This is an optimization exercise on Yosys and OpenROAD, whose aim is small area, a short achievable clock period and few clock cycles per item, not a production implementation.
Function was checked by simulation only, so behaviour that the tests miss may differ from the original.

Setup of alpha:
Design des_core, start of the top module:
module des_core
(
	input  logic        clk,
	input  logic        rst,
	input  logic        i_start,
	input  logic        i_mode,
	input  logic [63:0] i_key,
	input  logic [63:0] i_block,
	output logic        o_valid,
	output logic [63:0] o_block
);
Size: ~200 I/O pins, roughly 8900 um^2 of cells after synthesis.
==> flow/config.mk <==
export PLATFORM = sky130hd
export DESIGN_NAME = des_core
export DESIGN_NICKNAME = des_core
export VERILOG_FILES = /design/flow/design.v
export SDC_FILE = /design/flow/constraint.sdc
export NUM_CORES = 4
export LEC_CHECK = 0
export CAP_MARGIN = 20
export CORE_MARGIN = 2
export CORE_UTILIZATION = 65
export CTS_BUF_LIST = sky130_fd_sc_hd__clkbuf_4 sky130_fd_sc_hd__clkbuf_8
export PLACE_DENSITY = 0.75
export SETUP_SLACK_MARGIN = 1.5
export SLEW_MARGIN = 20
==> flow/constraint.sdc <==
create_clock -name core_clock -period 4.0 [get_ports {clk}]
set_input_delay 0.8000 -clock core_clock [delete_from_list [all_inputs] [get_ports {clk}]]
set_output_delay 0.8000 -clock core_clock [all_outputs]
set_load 0.01 [all_outputs]
standard.sh (not shown) runs the stock make flow with config.mk's settings and CLKGATE_MAP_FILE= SYNTH_SCRIPT=/design/flow/synth_recipe.tcl, a recipe that flattens the netlist after the stock synthesis.
==> flow/flow/run.sh <==
#!/bin/bash
# Own layout flow: the standard ORFS flow with two changes.
#  1. Synthesis: ORFS's synthesis script unchanged, but with an area-oriented ABC
#     script (flow/abc_map.script) and without the half/full-adder extraction.
#     a222oi is not used: its pins are hard to reach for the router.
#  2. Port buffers: buffer_ports uses the smallest buffer (buf_1).
# Every tool's output goes to the ORFS logs under orfs/logs and to flow_*.log here.
set -euo pipefail
WORK=$(pwd)
R=$WORK/orfs/results/$FLOW_PLATFORM/des_core/base

# private copy of the ORFS scripts folder for synthesis, with our ABC script
rm -rf "$WORK/synth_scripts"
cp -r "$FLOW_HOME/scripts" "$WORK/synth_scripts"
cp "$WORK/flow/abc_map.script" "$WORK/synth_scripts/abc_area.script"
sed -i 's/^set lib_dont_use_args ""$/set lib_dont_use_args "-dont_use sky130_fd_sc_hd__a222oi_1"/' \
	"$WORK/synth_scripts/synth_preamble.tcl"
grep -q 'a222oi' "$WORK/synth_scripts/synth_preamble.tcl"

SCRIPTS_DIR="$WORK/synth_scripts" ABC_AREA=1 ADDER_MAP_FILE= \
	bash standard.sh synth > "$WORK/flow_synth.log" 2>&1

BUFFER_PORTS_ARGS="-buffer_cell sky130_fd_sc_hd__buf_1" \
	bash standard.sh > "$WORK/flow_layout.log" 2>&1
==> flow/flow/abc_map.script <==
strash; &get -n; &fraig -x; &put; dc2; strash; &get -n; &dch -f; &nf -R 1000; &put
Testbench counts of alpha, summed over its fixed seeds: cycles 43,200, items 2,400.
diff inputs: alpha => beta
Settings: clearing PLACE_DENSITY, which used to be 0.75; swapping 65 for 40 in CORE_UTILIZATION.
-- flow/flow/run.sh --
<<< alpha, line 5
#     a222oi is not used: its pins are hard to reach for the router.
#  2. Port buffers: buffer_ports uses the smallest buffer (buf_1).
# Every tool's output goes to the ORFS logs under orfs/logs and to flow_*.log here.
set -euo pipefail
>>> beta, line 5
#     a222oi is not used: its pins are hard to reach for the router.
#  2. Port buffers: buffer_ports uses the smallest buffer (buf_1).
#  3. Clock tree: clkbuf_4/clkbuf_8 only, and no dummy loads.
# Every tool's output goes to the ORFS logs under orfs/logs and to flow_*.log here.
set -euo pipefail
<<< alpha, line 22

BUFFER_PORTS_ARGS="-buffer_cell sky130_fd_sc_hd__buf_1" \
	bash standard.sh > "$WORK/flow_layout.log" 2>&1
>>> beta, line 23

BUFFER_PORTS_ARGS="-buffer_cell sky130_fd_sc_hd__buf_1" \
	CTS_ARGS="-sink_clustering_enable -repair_clock_nets -buf_list {sky130_fd_sc_hd__clkbuf_4 sky130_fd_sc_hd__clkbuf_8} -dont_use_dummy_load" \
	bash standard.sh > "$WORK/flow_layout.log" 2>&1
- Cmp beta and alpha / post-detailed-route via-to-cell ratio / higher: alpha
- The core of beta is less densely filled than that of alpha.
For gamma, these inputs were changed with respect to beta:
Settings: CORE_UTILIZATION now 55, was 40.
-- flow/flow/run.sh --
<<< beta, line 5
#     a222oi is not used: its pins are hard to reach for the router.
#  2. Port buffers: buffer_ports uses the smallest buffer (buf_1).
#  3. Clock tree: clkbuf_4/clkbuf_8 only, and no dummy loads.
# Every tool's output goes to the ORFS logs under orfs/logs and to flow_*.log here.
set -euo pipefail
>>> gamma, line 5
#     a222oi is not used: its pins are hard to reach for the router.
#  2. Port buffers: buffer_ports uses the smallest buffer (buf_1).
# Every tool's output goes to the ORFS logs under orfs/logs and to flow_*.log here.
set -euo pipefail
<<< beta, line 23

BUFFER_PORTS_ARGS="-buffer_cell sky130_fd_sc_hd__buf_1" \
	CTS_ARGS="-sink_clustering_enable -repair_clock_nets -buf_list {sky130_fd_sc_hd__clkbuf_4 sky130_fd_sc_hd__clkbuf_8} -dont_use_dummy_load" \
	bash standard.sh > "$WORK/flow_layout.log" 2>&1
>>> gamma, line 22

BUFFER_PORTS_ARGS="-buffer_cell sky130_fd_sc_hd__buf_1" \
	bash standard.sh > "$WORK/flow_layout.log" 2>&1
==> comparison <==
- Launch point of the worst path = vld: gamma; launch point of the worst path = r_q[27]: beta
- Of gamma and beta, it is gamma that has the higher first-iteration DRC count.
- beta -> gamma: area occupied by registers flat
- Final worst slack (gamma over beta): decrease, 0.042 ns
- Cmp gamma and beta / worst endpoint data arrival time / higher: beta
- On final core utilization, the lower figure sits with beta, not gamma.
- Taking beta as the reference, in gamma critical path depth in cells went down by 5, pre-CTS setup slack climbed 0.13 ns, wire length after detailed routing lower, global-route usage saw an increase.
Inputs modified between gamma and delta:
Settings: SETUP_SLACK_MARGIN changed from 1.5 to 2.0.
Notes after the runs:
- Changes observed in delta relative to gamma: slack of the worst reg-to-reg path increased by 0.24 ns relative to the old numbers; fmax increased by 3.4% relative to the old numbers.
- Per the comparison of delta with gamma, register cell area after layout went up 190 um^2; number of setup buffers added after CTS went up 52; setup slack went up 0.080 ns; number of antenna-violating nets in the routed design held.
- delta against gamma: number of global-route vias before repair increased by about 9% relative to the old numbers.

==> afterwards: timing with drivers on the ports <==
The results above use ideal ports. As a check the final layouts listed here were re-extracted and re-timed, cells and wires unchanged.
Step 1 sets driving cells, clkbuf_16 on the clock port and buf_2 on the other inputs (assumed; they add their load-dependent delay and slew).
Step 2 adds t to the input delays and takes it off the output delays; t is the mean of the earliest and latest rising clock arrival at the registers after step 1. Input paths then give back, and output paths get back, about the clock's delay inside the block.
Three values: ideal ports, drivers, drivers and shift; two values: the first two.
| run | t (ns) | setup slack, ns | worst setup path at the end | worst register clock-pin slew, ns |
|---|---|---|---|---|
| alpha | 0.506 | 1.469 / 1.469 / 1.469 | register to register | 0.09 / 0.09 |
| beta | 0.492 | 1.607 / 1.607 / 1.607 | register to register | 0.10 / 0.10 |
| gamma | 0.494 | 1.565 / 1.525 / 1.524 | input to register | 0.09 / 0.09 |
| delta | 0.516 | 1.645 / 1.600 / 1.524 | input to register | 0.09 / 0.09 |
After both steps setup and hold are still met in every run listed. The setup slack of delta, which loses most, moves by -0.045 ns with the drivers and by -0.121 ns with both steps.
